Context: an optimization exercise on an open-source flow, tuned for a short achievable clock period and few clock cycles. The choices shown serve that exercise and are no tape-out recipe. Function was checked by simulation only, so behaviour that the tests miss may differ from the original. No activity file was given, so power comes from the tool's default toggle rates.

## config.mk

```make
export PLATFORM = sky130hd
export DESIGN_NAME = dm_cache
export DESIGN_NICKNAME = dm_cache
export VERILOG_FILES = /design/flow/design.v
export SDC_FILE = /design/flow/constraint.sdc
export NUM_CORES = 4
export LEC_CHECK = 0
export CAP_MARGIN = 20
export CELL_PAD_IN_SITES_DETAIL_PLACEMENT = 1
export CELL_PAD_IN_SITES_GLOBAL_PLACEMENT = 2
export CORE_MARGIN = 2
export CORE_UTILIZATION = 30
export PLACE_DENSITY = 0.45
export SETUP_SLACK_MARGIN = 2.5
export SLEW_MARGIN = 20
export TNS_END_PERCENT = 100
```

## constraint.sdc

```tcl
create_clock -name core_clock -period 5.5 [get_ports {clk}]
set_input_delay 1.1000 -clock core_clock [delete_from_list [all_inputs] [get_ports {clk}]]
set_output_delay 1.1000 -clock core_clock [all_outputs]
set_load 0.01 [all_outputs]
```

## design.v

```verilog
package cache_pkg;
	typedef struct packed {
		logic [23-1:0] tag;
		logic [3-1:0] index;
		logic [2-1:0] beat;
		logic [2-1:0] word;
	} cache_fields_t;
	typedef struct packed {
		logic [30-2-1:0] beat_addr;
		logic [2-1:0] word;
	} mem_fields_t;
	typedef union packed {
		cache_fields_t cache;
		mem_fields_t mem;
	} cache_addr_t;
	typedef struct packed {
		cache_addr_t addr;
		logic [32-1:0] data;
		logic [4-1:0] wmask;
	} cpu_req_t;
	typedef struct packed {
		logic [28-1:0] addr;
		logic rw;
	} mem_req_t;
	typedef struct packed {
		logic [128-1:0] data;
		logic [16-1:0] mask;
	} mem_wdata_t;
	typedef struct packed {
		logic accept;
		logic tag_fill;
		logic refill_beat;
		logic cpu_write;
		logic resp_refill;
	} store_ctl_t;
endpackage
`timescale 1ns/100ps
module lane_align (
	input logic [2-1:0] word,
	input logic [32-1:0] wr_data,
	input logic [4-1:0] wr_mask,
	input logic [128-1:0] rd_beat,
	output logic [32-1:0] rd_word,
	output logic [128-1:0] lane_data,
	output logic [16-1:0] lane_mask
);
	always_comb begin
		lane_data = '0;
		lane_mask = '0;
		case (word)
			2'd0: begin
				rd_word = rd_beat[31:0];
				lane_data[31:0] = wr_data;
				lane_mask[3:0] = wr_mask;
			end
			2'd1: begin
				rd_word = rd_beat[63:32];
				lane_data[63:32] = wr_data;
				lane_mask[7:4] = wr_mask;
			end
			2'd2: begin
				rd_word = rd_beat[95:64];
				lane_data[95:64] = wr_data;
				lane_mask[11:8] = wr_mask;
			end
			default: begin
				rd_word = rd_beat[127:96];
				lane_data[127:96] = wr_data;
				lane_mask[15:12] = wr_mask;
			end
		endcase
	end
endmodule
`timescale 1ns/100ps
module refill_counter (
	input logic clk,
	input logic reset,
	input logic refill_active,
	input logic mem_resp_valid,
	output logic [2-1:0] beat,
	output logic refill_last
);
	logic beat_in;
	assign beat_in = refill_active && mem_resp_valid;
	assign refill_last = beat_in && beat == 4 - 1;
	always_ff @(posedge clk) begin
		if (reset) begin
			beat <= '0;
		end else if (beat_in) begin
			beat <= beat + 1'b1;
		end
	end
endmodule
`timescale 1ns/100ps
module cache_store (
	input logic clk,
	input logic reset,
	input cache_pkg::cpu_req_t cpu_req,
	input cache_pkg::store_ctl_t store_ctl,
	input logic [2-1:0] beat,
	input logic [128-1:0] mem_resp_data,
	output logic hit,
	output logic req_write,
	output cache_pkg::mem_req_t mem_req,
	output cache_pkg::mem_wdata_t mem_wdata,
	output logic [32-1:0] cpu_resp_data
);
	cache_pkg::cpu_req_t req_q;
	cache_pkg::cache_addr_t rd_addr;
	logic [23-1:0] tag_arr [0:(1 << 3)-1];
	logic [(1 << 3)-1:0] line_valid;
	logic [128-1:0] data_arr [0:(1 << (3 + 2))-1];
	logic [23-1:0] tag_rd;
	logic valid_rd;
	logic [128-1:0] data_rd;
	logic [3+2-1:0] wr_slot;
	logic [128-1:0] align_beat;
	logic [32-1:0] rd_word;
	logic [32-1:0] crit_word;
	logic [128-1:0] lane_data;
	logic [16-1:0] lane_mask;
	always_ff @(posedge clk) begin
		if (store_ctl.accept) begin
			req_q <= cpu_req;
		end
	end
	assign rd_addr = store_ctl.accept ? cpu_req.addr : req_q.addr;
	always_ff @(posedge clk) begin
		tag_rd <= tag_arr[rd_addr.cache.index];
		if (store_ctl.tag_fill) begin
			tag_arr[req_q.addr.cache.index] <= req_q.addr.cache.tag;
		end
	end
	always_ff @(posedge clk) begin
		if (reset) begin
			line_valid <= '0;
			valid_rd <= 1'b0;
		end else begin
			valid_rd <= line_valid[rd_addr.cache.index];
			if (store_ctl.tag_fill) begin
				line_valid[req_q.addr.cache.index] <= 1'b1;
			end
		end
	end
	assign hit = valid_rd && tag_rd == req_q.addr.cache.tag;
	assign req_write = |req_q.wmask;
	assign wr_slot = store_ctl.refill_beat ? {req_q.addr.cache.index, beat} :
		{req_q.addr.cache.index, req_q.addr.cache.beat};
	always_ff @(posedge clk) begin
		data_rd <= data_arr[{rd_addr.cache.index, rd_addr.cache.beat}];
		if (store_ctl.refill_beat) begin
			data_arr[wr_slot] <= mem_resp_data;
		end else if (store_ctl.cpu_write && hit) begin
			for (int b = 0; b < 16; b++) begin
				if (lane_mask[b]) begin
					data_arr[wr_slot][8*b +: 8] <= lane_data[8*b +: 8];
				end
			end
		end
	end
	assign align_beat = store_ctl.refill_beat ? mem_resp_data : data_rd;
	lane_align u_lane_align (
		.word(req_q.addr.cache.word),
		.wr_data(req_q.data),
		.wr_mask(req_q.wmask),
		.rd_beat(align_beat),
		.rd_word(rd_word),
		.lane_data(lane_data),
		.lane_mask(lane_mask)
	);
	always_ff @(posedge clk) begin
		if (store_ctl.refill_beat && beat == req_q.addr.cache.beat) begin
			crit_word <= rd_word;
		end
	end
	assign cpu_resp_data = store_ctl.resp_refill ? crit_word : rd_word;
	always_comb begin
		mem_req.rw = req_write;
		if (req_write) begin
			mem_req.addr = req_q.addr.mem.beat_addr;
		end else begin
			mem_req.addr = {req_q.addr.cache.tag, req_q.addr.cache.index, {2{1'b0}}};
		end
		mem_wdata.data = lane_data;
		mem_wdata.mask = lane_mask;
	end
endmodule
`timescale 1ns/100ps
module cache_ctrl (
	input logic clk,
	input logic reset,
	input logic cpu_req_valid,
	output logic cpu_req_ready,
	input logic hit,
	input logic req_write,
	input logic refill_last,
	output logic mem_req_valid,
	input logic mem_req_ready,
	output logic mem_wdata_valid,
	input logic mem_wdata_ready,
	output logic refill_active,
	output logic cpu_resp_valid,
	output cache_pkg::store_ctl_t store_ctl
);
	typedef enum logic [2:0] {
		idle,
		lookup,
		miss_req,
		refill,
		refill_done,
		write_req,
		write_data
	} state_t;
	state_t state;
	state_t state_next;
	logic read_hit;
	logic accept;
	assign read_hit = state == lookup && !req_write && hit;
	assign cpu_req_ready = state == idle || read_hit || state == refill_done;
	assign accept = cpu_req_valid && cpu_req_ready;
	assign cpu_resp_valid = read_hit || state == refill_done;
	assign mem_req_valid = state == miss_req || state == write_req;
	assign mem_wdata_valid = state == write_data;
	assign refill_active = state == refill;
	always_comb begin
		store_ctl.accept = accept;
		store_ctl.tag_fill = state == lookup && !req_write && !hit;
		store_ctl.refill_beat = state == refill;
		store_ctl.cpu_write = state == write_data && mem_wdata_ready;
		store_ctl.resp_refill = state == refill_done;
	end
	always_comb begin
		state_next = state;
		case (state)
			idle, refill_done: begin
				state_next = accept ? lookup : idle;
			end
			lookup: begin
				if (req_write) begin
					state_next = write_req;
				end else if (hit) begin
					state_next = accept ? lookup : idle;
				end else begin
					state_next = miss_req;
				end
			end
			miss_req: begin
				if (mem_req_ready) begin
					state_next = refill;
				end
			end
			refill: begin
				if (refill_last) begin
					state_next = refill_done;
				end
			end
			write_req: begin
				if (mem_req_ready) begin
					state_next = write_data;
				end
			end
			write_data: begin
				if (mem_wdata_ready) begin
					state_next = idle;
				end
			end
			default: begin
				state_next = idle;
			end
		endcase
	end
	always_ff @(posedge clk) begin
		if (reset) begin
			state <= idle;
		end else begin
			state <= state_next;
		end
	end
endmodule
`timescale 1ns/100ps
module cache_top #(
	parameter int DQ = 32,	 
	parameter int DM = 12,	 
	parameter int DW = 12,	 
	parameter int NF = 8,	 
	parameter int NFB = 4	 
) (
	input logic clk,
	input logic reset,
	input logic cpu_req_valid,
	input cache_pkg::cpu_req_t cpu_req,
	output logic cpu_req_ready,
	output logic cpu_resp_valid,
	output logic [32-1:0] cpu_resp_data,
	output logic mem_req_valid,
	output cache_pkg::mem_req_t mem_req,
	input logic mem_req_ready,
	output logic mem_wdata_valid,
	output cache_pkg::mem_wdata_t mem_wdata,
	input logic mem_wdata_ready,
	input logic mem_resp_valid,
	input logic [128-1:0] mem_resp_data
);
	localparam int FBW = 2;	 
	localparam int QW = 6;	 
	localparam int FW = 4;	 
	localparam int MW = 4;	 
	localparam int WW = 4;	 
	logic rdy;
	logic s1_v;
	logic s1_wr;
	logic s1_rmiss;
	logic [1:0] s1_gen;
	logic s1_fbm;
	logic push_op;
	logic push_mq;
	logic push_wd;
	logic s1_rdy_pre;
	logic [30-1:0] s1_addr;
	logic [32-1:0] s1_data;
	logic [4-1:0] s1_mask;
	assign cpu_req_ready = rdy;
	wire [2:0] s1_idx = s1_addr[6:4];
	wire [1:0] s1_beat = s1_addr[3:2];
	wire [1:0] s1_word = s1_addr[1:0];
	wire [22:0] s1_tag = s1_addr[29:7];
	logic [22:0] tag_arr [0:7];
	logic [7:0] line_valid;
	logic [1:0] line_gen [0:7];
	logic [QW-1:0] idx_cnt [0:7];
	wire [2:0] in_idx = cpu_req.addr.cache.index;
	wire [22:0] in_tag = cpu_req.addr.cache.tag;
	wire in_take = cpu_req_valid && rdy;
	wire in_wr = |cpu_req.wmask;
	wire in_fwd = s1_rmiss && s1_idx == in_idx;
	wire in_hit = in_fwd ? s1_tag == in_tag : line_valid[in_idx] && tag_arr[in_idx] == in_tag;
	wire in_rmiss = !in_wr && !in_hit;
	wire [1:0] in_gen = (in_fwd ? s1_gen : line_gen[in_idx]) + in_rmiss;
	wire in_busy = idx_cnt[in_idx] != 0 || (push_op && s1_idx == in_idx);
	always_ff @(posedge clk) begin
		s1_addr <= cpu_req.addr;
		s1_data <= cpu_req.data;
		s1_mask <= cpu_req.wmask;
		s1_wr <= in_wr;
		s1_gen <= in_gen;
		s1_fbm <= in_rmiss && in_busy;
		if (reset) begin
			s1_v <= 1'b0;
			s1_rmiss <= 1'b0;
			push_op <= 1'b0;
			push_mq <= 1'b0;
			push_wd <= 1'b0;
		end else begin
			s1_v <= in_take;
			s1_rmiss <= in_take && in_rmiss;
			push_op <= in_take && (!in_wr || in_hit);
			push_mq <= in_take && (in_wr || !in_hit);
			push_wd <= in_take && in_wr;
		end
	end
	always_ff @(posedge clk) begin
		if (s1_rmiss) begin
			tag_arr[s1_idx] <= s1_tag;
		end
		if (reset) begin
			line_valid <= '0;
			for (int i = 0; i < 8; i++) line_gen[i] <= '0;
		end else if (s1_rmiss) begin
			line_valid[s1_idx] <= 1'b1;
			line_gen[s1_idx] <= s1_gen;
		end
	end
	localparam int OPW = 1 + 2 + 1 + 3 + 2 + 2 + 4 + 32;
	logic [OPW-1:0] opq [0:DQ-1];
	logic [QW-1:0] opq_cnt;
	logic [31:0] mq [0:DM-1];
	logic [MW-1:0] mq_cnt;
	logic [47:0] wq [0:DW-1];
	logic [WW-1:0] wq_cnt;
	wire [OPW-1:0] op_in = {s1_fbm, s1_gen, s1_wr, s1_idx, s1_beat, s1_word, s1_mask, s1_data};
	wire [31:0] mq_in = {s1_fbm, s1_gen, s1_wr, s1_wr ? s1_addr[29:2] : {s1_addr[29:4], 2'b00}};
	logic [15:0] mask16;
	always_comb begin
		mask16 = '0;
		mask16[4*s1_word +: 4] = s1_mask;
	end
	wire [47:0] wq_in = {mask16, s1_data};
	logic go;
	logic go_take;
	logic [7:0] take_line;
	logic [31:0] wr_row;
	logic [15:0] wr_bytes;
	wire [OPW-1:0] op = opq[0];
	wire op_fbm = op[OPW-1];
	wire [1:0] op_gen = op[OPW-2 -: 2];
	wire op_wr = op[OPW-4];
	wire [2:0] op_idx = op[OPW-5 -: 3];
	wire [1:0] op_beat = op[OPW-8 -: 2];
	wire [1:0] op_word = op[OPW-10 -: 2];
	wire [3:0] op_mask = op[35:32];
	wire [31:0] op_data = op[31:0];
	logic [128-1:0] data_arr [0:31];
	logic [1:0] beat_gen [0:31];
	logic [128-1:0] fb [0:NFB-1][0:3];
	logic [NFB-1:0] fb_full;
	logic [FBW-1:0] fb_rd;
	wire pop_op = go;
	wire fb_take = go_take;
	logic [4:0] rd_sel;
	logic [31:0] rs_q [0:3];
	logic [31:0] rs_f;
	logic [2:0] rs_sel;
	logic rs_v;
	always_ff @(posedge clk) begin
		for (int g = 0; g < 4; g++) begin
			rs_q[g] <= data_arr[{2'(g), rd_sel[4:2]}][32*rd_sel[1:0] +: 32];
		end
		rs_f <= fb[fb_rd][rd_sel[3:2]][32*rd_sel[1:0] +: 32];
		rs_sel <= op_fbm ? 3'd4 : {1'b0, op_idx[2:1]};
		case (rs_sel)
			3'd0: cpu_resp_data <= rs_q[0];
			3'd1: cpu_resp_data <= rs_q[1];
			3'd2: cpu_resp_data <= rs_q[2];
			3'd3: cpu_resp_data <= rs_q[3];
			default: cpu_resp_data <= rs_f;
		endcase
		if (reset) begin
			rs_v <= 1'b0;
			cpu_resp_valid <= 1'b0;
		end else begin
			rs_v <= go && !op_wr;
			cpu_resp_valid <= rs_v;
		end
	end
	logic beat_v;
	logic [128-1:0] beat_d;
	logic [5:0] fq [0:NF-1];
	logic [FW-1:0] fq_cnt;
	logic [1:0] fill_beat;
	logic [7:0] inflight;
	logic [FBW-1:0] fb_wr;
	logic [FBW:0] fb_used;
	wire fill_fbm = fq[0][5];
	wire [1:0] fill_gen = fq[0][4:3];
	wire [2:0] fill_idx = fq[0][2:0];
	wire fill_last = beat_v && fill_beat == 2'd3;
	wire land = beat_v && !fill_fbm;
	always_ff @(posedge clk) begin
		for (int r = 0; r < 32; r++) begin
			if (land && {fill_idx, fill_beat} == 5'(r)) begin
				data_arr[r] <= beat_d;
			end else if (take_line[r >> 2]) begin
				data_arr[r] <= fb[fb_rd][r & 3];
			end else if (wr_row[r]) begin
				for (int b = 0; b < 16; b++) begin
					if (wr_bytes[b]) begin
						data_arr[r][8*b +: 8] <= op_data[8*(b & 3) +: 8];
					end
				end
			end
		end
		if (beat_v && fill_fbm) begin
			fb[fb_wr][fill_beat] <= beat_d;
		end
	end
	logic mq_go;
	logic wq_nempty;
	wire mq_fbm = mq[0][31];
	wire [1:0] mq_gen = mq[0][30:29];
	wire mq_rw = mq[0][28];
	wire [2:0] mq_idx = mq[0][4:2];
	assign mem_req_valid = mq_go;
	assign mem_req.rw = mq_rw;
	assign mem_req.addr = mq[0][27:0];
	wire pop_mq = mq_go && mem_req_ready;
	wire issue_rd = pop_mq && !mq_rw;
	assign mem_wdata_valid = wq_nempty;
	logic [128-1:0] wd_out;
	assign mem_wdata.data = wd_out;
	assign mem_wdata.mask = wq[0][47:32];
	wire pop_wq = wq_nempty && mem_wdata_ready;
	logic [1:0] beat_gen_n [0:31];
	logic [NFB-1:0] fb_full_n;
	logic [FBW-1:0] fb_rd_n;
	logic [7:0] inflight_n;
	logic [DQ-1:0] opq_rdy;
	function automatic logic gen_event(input logic [4:0] row, input logic [1:0] gen);
		gen_event = (land && {fill_idx, fill_beat} == row && fill_gen == gen) ||
			(fb_take && op_idx == row[4:2] && op_gen == gen);
	endfunction
	logic [DQ-1:0] rdy_upd;
	always_comb begin
		for (int i = 0; i < DQ; i++) begin
			rdy_upd[i] = opq_rdy[i] ||
				gen_event({opq[i][OPW-5 -: 3], opq[i][OPW-8 -: 2]}, opq[i][OPW-2 -: 2]);
		end
	end
	wire rdy_in = (!s1_rmiss && s1_rdy_pre) || gen_event({s1_idx, s1_beat}, s1_gen);
	wire [OPW-1:0] op1 = opq[1];
	wire fb_next = fb_full_n[fb_rd_n];
	wire rdy_a = op_fbm ? fb_next : rdy_upd[0];
	wire rdy_b = op1[OPW-1] ? fb_next : rdy_upd[1];
	wire rdy_c = s1_fbm ? fb_next : rdy_in;
	logic head_rdy_n;
	logic [OPW-1:0] head_n;
	always_comb begin
		for (int r = 0; r < 32; r++) begin
			if (land && {fill_idx, fill_beat} == 5'(r)) begin
				beat_gen_n[r] = fill_gen;
			end else if (fb_take && op_idx == 3'(r >> 2)) begin
				beat_gen_n[r] = op_gen;
			end else begin
				beat_gen_n[r] = beat_gen[r];
			end
		end
		for (int i = 0; i < NFB; i++) begin
			if (fill_last && fill_fbm && fb_wr == FBW'(i)) begin
				fb_full_n[i] = 1'b1;
			end else if (fb_take && fb_rd == FBW'(i)) begin
				fb_full_n[i] = 1'b0;
			end else begin
				fb_full_n[i] = fb_full[i];
			end
		end
		fb_rd_n = fb_rd + fb_take;
		if (pop_op) begin
			head_rdy_n = (opq_cnt >= 2) ? rdy_b : push_op && rdy_c;
			head_n = (opq_cnt >= 2) ? op1 : op_in;
		end else begin
			head_rdy_n = (opq_cnt != 0) ? rdy_a : push_op && rdy_c;
			head_n = (opq_cnt != 0) ? op : op_in;
		end
		for (int i = 0; i < 8; i++) begin
			if (issue_rd && !mq_fbm && mq_idx == 3'(i)) begin
				inflight_n[i] = 1'b1;
			end else if (fill_last && !fill_fbm && fill_idx == 3'(i)) begin
				inflight_n[i] = 1'b0;
			end else begin
				inflight_n[i] = inflight[i];
			end
		end
	end
	wire [FW-1:0] fq_cnt_0 = fq_cnt - fill_last;
	wire [FBW:0] fb_used_0 = fb_used - fb_take;
	function automatic logic mq_ok(input logic [31:0] e, input logic issued);
		logic infl;
		logic fq_full;
		logic fb_full_all;
		infl = (issued && !mq_fbm && mq_idx == e[4:2]) ||
			(inflight[e[4:2]] && !(fill_last && !fill_fbm && fill_idx == e[4:2]));
		fq_full = fq_cnt_0 + issued >= NF;
		fb_full_all = fb_used_0 + (issued && mq_fbm) >= NFB;
		mq_ok = e[28] || (!fq_full && (e[31] ? !fb_full_all : !infl));
	endfunction
	wire mq_go_stay = mq_cnt != 0 ? mq_ok(mq[0], 1'b0) : push_mq && mq_ok(mq_in, 1'b0);
	wire mq_go_pop = mq_cnt >= 2 ? mq_ok(mq[1], !mq_rw) : push_mq && mq_ok(mq_in, !mq_rw);
	wire [2:0] in_row_idx = cpu_req.addr.cache.index;
	wire [1:0] in_row_beat = cpu_req.addr.cache.beat;
	always_ff @(posedge clk) begin
		for (int w = 0; w < 4; w++) begin
			wr_bytes[4*w +: 4] <= (head_n[OPW-10 -: 2] == 2'(w)) ? head_n[35:32] : 4'd0;
		end
		rd_sel <= {head_n[OPW-7], head_n[OPW-8 -: 2], head_n[OPW-10 -: 2]};
		s1_rdy_pre <= beat_gen_n[{in_row_idx, in_row_beat}] == (in_fwd ? s1_gen : line_gen[in_idx]);
	end
	always_ff @(posedge clk) begin
		beat_d <= mem_resp_data;
		for (int i = 0; i < NF; i++) begin
			if (fill_last) begin
				if (issue_rd && fq_cnt == i + 1) fq[i] <= {mq_fbm, mq_gen, mq_idx};
				else if (i + 1 < NF) fq[i] <= fq[i + 1];
			end else if (issue_rd && fq_cnt == i) begin
				fq[i] <= {mq_fbm, mq_gen, mq_idx};
			end
		end
		if (reset) begin
			beat_v <= 1'b0;
			fq_cnt <= '0;
			fill_beat <= '0;
			inflight <= '0;
			fb_full <= '0;
			fb_rd <= '0;
			fb_wr <= '0;
			fb_used <= '0;
			for (int i = 0; i < 32; i++) beat_gen[i] <= '0;
			mq_go <= 1'b0;
			wq_nempty <= 1'b0;
			go <= 1'b0;
			go_take <= 1'b0;
			take_line <= '0;
			wr_row <= '0;
		end else begin
			beat_v <= mem_resp_valid;
			if (beat_v) begin
				fill_beat <= fill_beat + 1'b1;
			end
			for (int r = 0; r < 32; r++) beat_gen[r] <= beat_gen_n[r];
			fq_cnt <= fq_cnt + issue_rd - fill_last;
			inflight <= inflight_n;
			fb_used <= fb_used + (issue_rd && mq_fbm) - fb_take;
			if (fill_last && fill_fbm) begin
				fb_wr <= fb_wr + 1'b1;
			end
			fb_full <= fb_full_n;
			fb_rd <= fb_rd_n;
			mq_go <= pop_mq ? mq_go_pop : mq_go_stay;
			wq_nempty <= pop_wq ? (wq_cnt >= 2 || push_wd) : (wq_cnt != 0 || push_wd);
			go <= head_rdy_n;
			go_take <= head_rdy_n && head_n[OPW-1];
			for (int i = 0; i < 8; i++) begin
				take_line[i] <= head_rdy_n && head_n[OPW-1] && head_n[OPW-5 -: 3] == 3'(i);
			end
			for (int r = 0; r < 32; r++) begin
				wr_row[r] <= head_rdy_n && head_n[OPW-4] &&
					{head_n[OPW-5 -: 3], head_n[OPW-8 -: 2]} == 5'(r);
			end
		end
	end
	wire [QW-1:0] opq_cnt_n = opq_cnt + push_op - pop_op;
	wire [MW-1:0] mq_cnt_n = mq_cnt + push_mq - pop_mq;
	wire [WW-1:0] wq_cnt_n = wq_cnt + push_wd - pop_wq;
	logic [47:0] wq_head_n;
	always_comb begin
		if (pop_wq) begin
			wq_head_n = (push_wd && wq_cnt == 1) ? wq_in : wq[1];
		end else begin
			wq_head_n = (push_wd && wq_cnt == 0) ? wq_in : wq[0];
		end
	end
	always_ff @(posedge clk) begin
		for (int w = 0; w < 4; w++) begin
			wd_out[32*w +: 32] <= (wq_head_n[32 + 4*w +: 4] != 0) ? wq_head_n[31:0] : 32'd0;
		end
		for (int i = 0; i < DQ; i++) begin
			if (pop_op) begin
				if (push_op && opq_cnt == i + 1) opq[i] <= op_in;
				else if (i + 1 < DQ) opq[i] <= opq[i + 1];
			end else if (push_op && opq_cnt == i) begin
				opq[i] <= op_in;
			end
			if (pop_op) begin
				if (push_op && opq_cnt == i + 1) opq_rdy[i] <= rdy_in;
				else if (i + 1 < DQ) opq_rdy[i] <= rdy_upd[i + 1];
			end else if (push_op && opq_cnt == i) begin
				opq_rdy[i] <= rdy_in;
			end else begin
				opq_rdy[i] <= rdy_upd[i];
			end
		end
		for (int i = 0; i < DM; i++) begin
			if (pop_mq) begin
				if (push_mq && mq_cnt == i + 1) mq[i] <= mq_in;
				else if (i + 1 < DM) mq[i] <= mq[i + 1];
			end else if (push_mq && mq_cnt == i) begin
				mq[i] <= mq_in;
			end
		end
		for (int i = 0; i < DW; i++) begin
			if (pop_wq) begin
				if (push_wd && wq_cnt == i + 1) wq[i] <= wq_in;
				else if (i + 1 < DW) wq[i] <= wq[i + 1];
			end else if (push_wd && wq_cnt == i) begin
				wq[i] <= wq_in;
			end
		end
		if (reset) begin
			opq_cnt <= '0;
			mq_cnt <= '0;
			wq_cnt <= '0;
			rdy <= 1'b1;
			for (int i = 0; i < 8; i++) idx_cnt[i] <= '0;
		end else begin
			opq_cnt <= opq_cnt_n;
			mq_cnt <= mq_cnt_n;
			wq_cnt <= wq_cnt_n;
			for (int i = 0; i < 8; i++) begin
				idx_cnt[i] <= idx_cnt[i] + (push_op && s1_idx == 3'(i)) - (pop_op && op_idx == 3'(i));
			end
			rdy <= opq_cnt_n + in_take + 1 <= DQ && mq_cnt_n + in_take + 1 <= DM &&
				wq_cnt_n + in_take + 1 <= DW;
		end
	end
endmodule
`timescale 1ns/100ps
module dm_cache (
	input logic clk,
	input logic reset,
	input logic cpu_req_valid,
	input logic [30-1:0] cpu_req_addr,
	input logic [32-1:0] cpu_req_data,
	input logic [4-1:0] cpu_req_wmask,
	output logic cpu_req_ready,
	output logic cpu_resp_valid,
	output logic [32-1:0] cpu_resp_data,
	output logic mem_req_valid,
	output logic [28-1:0] mem_req_addr,
	output logic mem_req_rw,
	input logic mem_req_ready,
	output logic mem_wdata_valid,
	output logic [128-1:0] mem_wdata_data,
	output logic [16-1:0] mem_wdata_mask,
	input logic mem_wdata_ready,
	input logic mem_resp_valid,
	input logic [128-1:0] mem_resp_data
);
	cache_pkg::cpu_req_t cpu_req;
	cache_pkg::mem_req_t mem_req;
	cache_pkg::mem_wdata_t mem_wdata;
	assign cpu_req.addr = cpu_req_addr;
	assign cpu_req.data = cpu_req_data;
	assign cpu_req.wmask = cpu_req_wmask;
	assign mem_req_addr = mem_req.addr;
	assign mem_req_rw = mem_req.rw;
	assign mem_wdata_data = mem_wdata.data;
	assign mem_wdata_mask = mem_wdata.mask;
	cache_top u_cache (
		.clk(clk),
		.reset(reset),
		.cpu_req_valid(cpu_req_valid),
		.cpu_req(cpu_req),
		.cpu_req_ready(cpu_req_ready),
		.cpu_resp_valid(cpu_resp_valid),
		.cpu_resp_data(cpu_resp_data),
		.mem_req_valid(mem_req_valid),
		.mem_req(mem_req),
		.mem_req_ready(mem_req_ready),
		.mem_wdata_valid(mem_wdata_valid),
		.mem_wdata(mem_wdata),
		.mem_wdata_ready(mem_wdata_ready),
		.mem_resp_valid(mem_resp_valid),
		.mem_resp_data(mem_resp_data)
	);
endmodule
```

## run.sh

```bash
#!/bin/bash
# synth_recipe.tcl (not shown) runs the flow's synth.tcl, then flattens the netlist and writes it again
# the make line also repeats each setting of config.mk as NAME=value (left out here)
make -C /OpenROAD-flow-scripts/flow DESIGN_CONFIG=/design/flow/config.mk WORK_HOME=/design/flow/orfs CLKGATE_MAP_FILE= SYNTH_SCRIPT=/design/flow/synth_recipe.tcl finish
```

==> key figures, run 1 <==
Clocking
  – CTS Buf Count: 1293
  – Clock latency at the later pin of the worst-skew pair: 1.38 ns
  – Clk sink count: 9642
  – Clock root buffer: clkbuf_16
  – Clk buf depth: 6
  – Worst-path clk slew: 0.06 ns
  – CTS H-tree depth: 7
  – TritonCTS clock tree: done
  – Post-cts hold buffer count: 0

Pwr
  – Sw Pwr: 134 mW
  – Pleak: 187 nW
  – Max IR drop VDD: 401 uV
  – Sw Ratio: 42.3%
  – Sequential Power Share: 31.3%
  – Pint: 183 mW
  – Final Power: 317 mW
  – Cell Pwr Density: 577 nW/um^2
  – Logic pwr share: 42.3%
  – Clk pwr share: 26.4%

Logic synthesis
  – Number of synthesized flops with an enable pin: 6563
  – Async SR Flop Fraction: 0%
  – Synthesis Warnings: 10
  – Distinct cells, synth: 83
  – Mapped cell area: 446000 sq um
  – #FFs+latches synth: 9642
  – Synth Area per Inst: 10.8 sq um
  – Ys flop type: edfxtp_1
  – Area leader, netlist: edfxtp_1
  – Mapped Nets: 41600
  – Cells after synthesis: 41300
  – Sequential share of the synthesized area: 58.0%
  – Count leader, synth: edfxtp_1
  – Area share of the largest cell type after synthesis: 44.2%
  – Synth top area cells: edfxtp_1, dfxtp_1, mux2i_1
  – Most frequent cells after synthesis: edfxtp_1, nand2_1, o21ai_0

Floorplan
  – Die width: 1220 microns
  – Die Footprint: 1500000 sq um
  – # IOs: 409
  – Core area: 1490000 sq um
  – Starting density of the core: 30.0%
  – Die height: 1220 microns
  – Num rows: 448

Setup path
  – Critical path launch point type: flop
  – Worst setup EP type: flop
  – Crit path DAT: 4.52 ns
  – Worst path required time: 6.72 ns
  – Crit path kind: reg -> reg
  – Launch point of the worst path: u_cache.fb_rd[0]
  – Worst R2R Start: u_cache.fb_rd[0]
  – CP Max Fanout: 7

Place
  – Post-DP Area: 480000 sq um
  – RePlAce Congestion: 0.878
  – Detailed Place HPWL: 1730000 microns
  – Post-placement setup slack: 0.583 ns
  – Placed cells: 58900
  – Port Buf Inserts: 408

STA
  – Final Skew: 0.111 ns
  – Normalized max-slew margin: 1.70%
  – Fin crit period: 3.30 ns
  – Slew @ Worst Pin: 1.47 ns
  – Fin Hold WS: 0.169 ns
  – Slew Viols, Final: 0
  – Tcrit/Tclk final: 60.0%
  – Fmax: 303 MHz
  – RSZ-0062 raised after global routing: yes
  – Final setup vio count: 0
  – Fin. Hold Viols: 0
  – Sum of negative setup slack: 0 ns
  – Worst setup margin: 2.20 ns

Detailed routing
  – # DRC: 0
  – Post-detailed-route count of antenna-violating nets: 2
  – Final WL: 2900000 microns
  – Vias: 383000
  – WL/cell: 45.3 microns
  – Initial drt markers: 52800
  – Drt pass-1 iters: 8
  – Vias per cell: 6.00

Global route
  – Total Routing Usage GR: 36.6%
  – Global-route wire length before repair: 3680000 microns
  – Initial antenna violation count: 478
  – Maximum number of pins on one net before global-route repair: 149
  – Vias in the first global route: 363000
  – Congestion Overflow GR: 0

Min path
  – Hold path start: mem_resp_data[10]
  – Hold/Removal Path Class: in -> reg

Final layout
  – Non-filler cells, final: 63900
  – Layout cells sized above 1: 19.3%
  – Finished Cell Area: 550000 sq um
  – Final core area utilization: 37.0%
  – Area Overhead vs Synth: 23.1%
  – Fin nets: 42100

Status
  – Status: complete, but fails checks
  – Failing Checks: antenna violations

Run
  – Max-cap violations: 0
## cells in the final DEF, fill, tap and decap left out, types with 115 or more instances in the layout
master,count
a211oi_1,132
a21oi_1,4778
a221oi_1,245
a22oi_1,170
a31oi_1,156
buf_12,563
buf_16,238
buf_2,170
buf_4,1942
buf_6,250
clkbuf_1,364
clkbuf_16,1372
clkbuf_8,158
clkdlybuf4s50_1,190
clkinv_1,152
clkinv_2,165
dfxtp_1,2806
dfxtp_2,158
dfxtp_4,115
diode_2,1351
edfxtp_1,6563
inv_1,174
mux2_2,556
mux2i_1,3235
mux4_2,857
nand2_1,5575
nand2_2,303
nor2_1,2254
nor2b_4,171
o211ai_1,191
o21ai_0,4845
o21ai_1,116
o221ai_1,119
o22ai_1,884
xnor2_1,308
xor2_1,198
## flip-flops by register name, summed over array words and instances, names as in the netlist, 48 cells and up
signal,count
u_cache.tag_arr,184
u_cache.data_arr,4096
u_cache.rs_q,128
u_cache.beat_d,128
u_cache.fq,48
u_cache.mq,384
u_cache.wd_out,128
u_cache.beat_gen,64
u_cache.wq,576
u_cache.opq,1504
u_cache.idx_cnt,48
u_cache.fb,2048
## repair_timing
item	in CTS	in global routing
pin swaps	157	138
endpoints found under the hold margin	0	0
endpoints found under the setup margin	12400	2487
gates resized for setup	2679	639
cloned	142	64
buffers inserted	817	362
## final timing paths
kind | slack, ns | endpoint | cells after the start
max | 2.20 | u_cache.rs_f[17] | 9
max reg2reg | 2.20 | u_cache.rs_f[17] | 9
min reg2reg | 0.46 | u_cache.cpu_resp_valid | 1
min | 0.17 | u_cache.beat_d[10] | 1
## power groups by stage
stage                     registers (mW)  logic, mW  clock network, mW
after CTS                           99.1        126               84.9
after detailed placement             101        112                  0
final                               99.2        134               83.8
after floorplan                     96.7       55.2                  0
after global routing                99.9        136               87.5
after global placement               101        111                  0
## critical path, stage by stage, from the launching register on
cell     delay (ns)
dfxtp_4        0.41
buf_12         0.13
buf_16         0.16
buf_16         0.21
buf_12         0.15
buf_12         0.12
buf_16         0.15
mux4_2         0.59
mux4_2         0.65
mux4_2         0.51
## per-layer routing
layer  vias up  GRT usage (%)  share of wire, %
met1    202000           47.6                40
met4       148           22.7               7.3
met3      5385           8.08               9.3
met5         -              0             0.035
met2     22000           55.5                44
li1     154000              -                 -
## final cells by class
type                     count  area [sq um]
flip-flops and latches    9642        259000
inverters                  198           847
clock buffers             1835         36400
well taps                19800         24800
repair inverters             5          46.3
diodes                    1351          3380
clock inverters            429          3690
repair buffers            3567         42900
multi-input cells        27100        178000
fillers                 159000        936000
## kinds of logic after synthesis
logic type      count (synthesis)  share of synthesized area, %
simple gates                 9260                          8.27
mux                          4666                          13.0
buf+inv                      4577                          3.91
flops                        9642                          58.0
compound gates              12500                          15.4
xor+xnor                      510                          1.00
fa+ha+maj                     131                         0.389
Testbench counts, summed over its fixed seeds: cycles 16,388.
==> inputs of run 2 (changes only) <==
==> flow/run.sh (new file) <==
#!/bin/bash
# The standard layout, with the resizer free to pick cells of any
# footprint (the platform sets MATCH_CELL_FOOTPRINT=1). The make output goes
# to flow_standard.log; each ORFS step also keeps its own log under orfs/logs.
set -euo pipefail
bash standard.sh MATCH_CELL_FOOTPRINT=0 finish > flow_standard.log 2>&1
==> standard.sh (new file) <==
#!/bin/bash
# synth_recipe.tcl (not shown) runs the flow's synth.tcl, then flattens the netlist and writes it again
# the make line also repeats each setting of config.mk as NAME=value (left out here)
make -C /OpenROAD-flow-scripts/flow DESIGN_CONFIG=/design/flow/config.mk WORK_HOME=/design/flow/orfs CLKGATE_MAP_FILE= SYNTH_SCRIPT=/design/flow/synth_recipe.tcl "${@:-finish}"
removed: run.sh
==> run 2 against run 1 <==
  * The run now finishes clean
  * Global-route usage up 0.59 points
  * Worst hold slack worse by 0.12 ns
  * Critical path type is now reg -> out
  * Power up 2.1%
  * Clock power up 0.8%
  * Routed wire length up 4.7%
  * Setup slack worse by 0.048 ns
  * Clock skew up 0.019 ns
  * Synthesized area unchanged
  * Largest power group unchanged
  * Combinational power up 4%
  * Fmax down 1.4%
  * Largest cell class unchanged
==> key figures, run 2 <==
Detailed routing
  – Drt pass-1 iters: 7 (was 8)
  – Final WL: 3030000 microns (was 2900000 microns)
  – Initial drt markers: 60200 (was 52800)
  – Vias: 395000 (was 383000)
  – Post-detailed-route count of antenna-violating nets: 0 (was 2)
  – # DRC: 0 (unchanged)
  – WL/cell: 47.1 microns (was 45.3 microns)
  – Vias per cell: 6.14 (was 6.00)

Min path
  – Hold/Removal Path Class: in -> reg (unchanged)
  – Hold path start: cpu_req_data[27] (was mem_resp_data[10])

Pwr
  – Max IR drop VDD: 333 uV (was 401 uV)
  – Pleak: 193 nW (was 187 nW)
  – Cell Pwr Density: 576 nW/um^2 (was 577 nW/um^2)

Setup path
  – CP Max Fanout: 1 (was 7)
  – Slowest cell on crit path: dfxtp_4 (was mux4_2)
  – Crit path largest cell delay: 0.60 ns (was 0.65 ns)
  – Worst path required time: 4.40 ns (was 6.72 ns)
  – Launch point of the worst path: u_cache.cpu_resp_data[28] (was u_cache.fb_rd[0])
  – Worst-path cell chain: buf_6 (was buf_12 -> buf_16 -> buf_16 -> buf_12 -> buf_12 -> buf_16 -> mux4_2 -> mux4_2 -> mux4_2)
  – Worst setup EP type: output port (was flop)
  – Worst R2R Start: u_cache.take_line[2] (was u_cache.fb_rd[0])
  – Crit path kind: reg -> out (was reg -> reg)
  – Top delay family on crit path: flip-flops (was multiplexers)
  – Crit path DAT: 2.25 ns (was 4.52 ns)
  – CP bufs+invs: 1 (was 6)
  – Critical path launch point type: flop (unchanged)

Final layout
  – Most flops, register: u_cache.data_arr (unchanged)
  – Commonest cells after routing, fill and taps aside: edfxtp_1, nand2_1, a21oi_1 (was edfxtp_1, nand2_1, o21ai_0)
  – Top flop regs: u_cache.data_arr x4096, u_cache.fb x2048, u_cache.opq x1504 (unchanged)
  – Area Overhead vs Synth: 25.9% (was 23.1%)
  – Finished Cell Area: 562000 sq um (was 550000 sq um)
  – Max reg flops: 4096 (unchanged)
  – Final core area utilization: 37.8% (was 37.0%)
  – Layout cells sized above 1: 21.4% (was 19.3%)
  – Fin nets: 42600 (was 42100)
  – Commonest non-fill, non-tap cell in the layout: edfxtp_1 (unchanged)

Logic synthesis
  – Synth Area per Inst: 10.8 sq um (unchanged)
  – #FFs+latches synth: 9642 (unchanged)
  – Area leader, netlist: edfxtp_1 (unchanged)
  – Most frequent cells after synthesis: edfxtp_1, nand2_1, o21ai_0 (unchanged)
  – Async SR Flop Fraction: 0% (unchanged)
  – Distinct cells, synth: 83 (unchanged)
  – Count leader, synth: edfxtp_1 (unchanged)
  – Mapped cell area: 446000 sq um (unchanged)
  – Cells after synthesis: 41300 (unchanged)
  – Synthesis Warnings: 10 (unchanged)
  – Area share of the largest cell type after synthesis: 44.2% (unchanged)
  – Synth top area cells: edfxtp_1, dfxtp_1, mux2i_1 (unchanged)
  – Number of synthesized flops with an enable pin: 6563 (unchanged)
  – Mapped Nets: 41600 (unchanged)
  – Ys flop type: edfxtp_1 (unchanged)
  – Sequential share of the synthesized area: 58.0% (unchanged)

Clocking
  – Post-cts hold buffer count: 0 (unchanged)
  – CTS H-tree depth: 7 (unchanged)
  – TritonCTS clock tree: done (unchanged)
  – Clock latency at the later pin of the worst-skew pair: 1.51 ns (was 1.38 ns)
  – CTS Buf Count: 1292 (was 1293)
  – Clk buf depth: 6 (unchanged)
  – Clock root buffer: clkbuf_16 (unchanged)
  – Worst-path clk slew: 0.06 ns (about the same)
  – Clk sink count: 9642 (unchanged)

Floorplan
  – Core area: 1490000 sq um (unchanged)
  – Starting density of the core: 30.0% (unchanged)
  – # IOs: 409 (unchanged)
  – Num rows: 448 (unchanged)
  – Die width: 1220 microns (unchanged)
  – Die height: 1220 microns (unchanged)
  – Die Footprint: 1500000 sq um (unchanged)

STA
  – Final Skew: 0.130 ns (was 0.111 ns)
  – Tcrit/Tclk final: 60.9% (was 60.0%)
  – Final setup vio count: 0 (unchanged)
  – Slew @ Worst Pin: 1.49 ns (was 1.47 ns)
  – RSZ-0062 raised after global routing: yes (unchanged)
  – Fmax: 299 MHz (was 303 MHz)
  – Fin crit period: 3.35 ns (was 3.30 ns)
  – Fin. Hold Viols: 0 (unchanged)
  – Normalized max-slew margin: 0.425% (was 1.70%)
  – Sum of negative setup slack: 0 ns (unchanged)
  – Worst setup margin: 2.15 ns (was 2.20 ns)
  – Slew Viols, Final: 0 (unchanged)

Global route
  – Global-route wire length before repair: 3730000 microns (was 3680000 microns)
  – Total Routing Usage GR: 37.2% (was 36.6%)
  – GR Util met2: 55.5% (about the same)
  – Initial antenna violation count: 546 (was 478)
  – Met3 usage: 9.53% (was 8.08%)
  – Met1 GRT Util: 48.2% (was 47.6%)
  – Maximum number of pins on one net before global-route repair: 137 (was 149)
  – Busiest layer in global routing: met2 (unchanged)
  – Vias in the first global route: 366000 (was 363000)
  – Congestion Overflow GR: 0 (unchanged)

Place
  – Post-placement setup slack: 0.642 ns (was 0.583 ns)
  – Detailed Place HPWL: 1730000 microns (about the same)
  – Post-DP Area: 481000 sq um (was 480000 sq um)
  – RePlAce Congestion: 0.892 (was 0.878)
  – Port Buf Inserts: 408 (unchanged)

Status
  – Status: complete, no violations (was complete, but fails checks)

Run
  – Max-cap violations: 0 (unchanged)
-- run 2: cell counts after synthesis --
Identical to the previous run, type by type.
-- run 2: cells by family after synthesis --
logic type               share of synthesized area, %
AO/OA/AOI/OAI                                    15.4
XOR/XNOR                                         1.00
adder cells (fa/ha/maj)                         0.389
buffers and inverters                            3.91
flip-flops                                       58.0
multiplexers                                     13.0
AND/OR/NAND/NOR                                  8.27
-- run 2: final timing paths --
path                                                  end  slack (ns)  cells after the start
worst min-delay path                  u_cache.s1_data[27]        0.05                      1
worst max-delay path                    cpu_resp_data[28]        2.15                      1
worst min register to register     u_cache.cpu_resp_valid        0.45                      1
worst max register to register  u_cache.data_arr[11][105]        2.20                      5
-- run 2: layout make-up --
type | instances | area [sq um]
timing repair inverter | 6 | 67.6
inverter | 198 | 857
sequential | 9642 | 259000
antenna | 1280 | 3200
clock buffer | 1776 | 36200
multi-input combinational | 27100 | 181000
fill | 158000 | 924000
clock inverter | 490 | 4250
tap | 19800 | 24800
timing repair buffer | 4094 | 51900
-- run 2: power by group --
part,switching (mW),total [mW],leakage [nW],internal [mW]
clock network,35.4,84.5,19.9,49.1
logic,95.6,140,87.9,44.6
registers,6.79,99.1,84.9,92.3
total,138,324,193,186
-- run 2: metal layers --
layer / up-vias / wire (microns)
met5: - / 846
met4: 132 / 230000
met3: 6254 / 339000
met2: 26400 / 1290000
met1: 207000 / 1180000
li1: 155000 / -
-- run 2: per-stage QoR --
step | std cells | power [mW] | hold slack, ns
2_1_floorplan | 41300 | 152 | 0.404
3_3_place_gp | 59000 | 212 | 0.441
3_5_place_dp | 59000 | 214 | 0.427
4_1_cts | 62300 | 312 | 0.0643
5_1_grt | 64000 | 329 | 0.0212
6_report | 64400 | 324 | 0.0535
-- run 2: repair_timing --
action / in CTS / in global routing
gates cloned: 181 / 206
setup endpoints to repair: 11100 / 3082
pin swaps: 143 / 370
buffers inserted: 824 / 559
gates resized for setup: 2914 / 1778

==> static timing again, ports no longer ideal <==
The results above use ideal ports. As a check the final layouts listed here were re-extracted and re-timed, cells and wires unchanged.
Step 1 assumes that a clkbuf_16 drives the clock port and a buf_2 every other input.
Step 2 also shifts input and output timing later by t, the mid clock arrival at the registers, as if the neighbouring blocks saw the same clock.
Three values: ideal ports, drivers, drivers and shift; two values: the first two.
run | t (ns) | setup WS [ns] | worst hold slack (ns) | slew at the worst register clock pin (ns)
run 1 | 1.534 | 2.201 / 2.122 / 0.877 | 0.169 / -0.017 / 0.461 | 0.07 / 0.07
run 2 | 1.573 | 2.153 / 2.026 / 1.130 | 0.053 / -0.036 / 0.453 | 0.07 / 0.07
The setup slack of run 1, which loses most, moves by -0.079 ns with the drivers and by -1.324 ns with both steps.
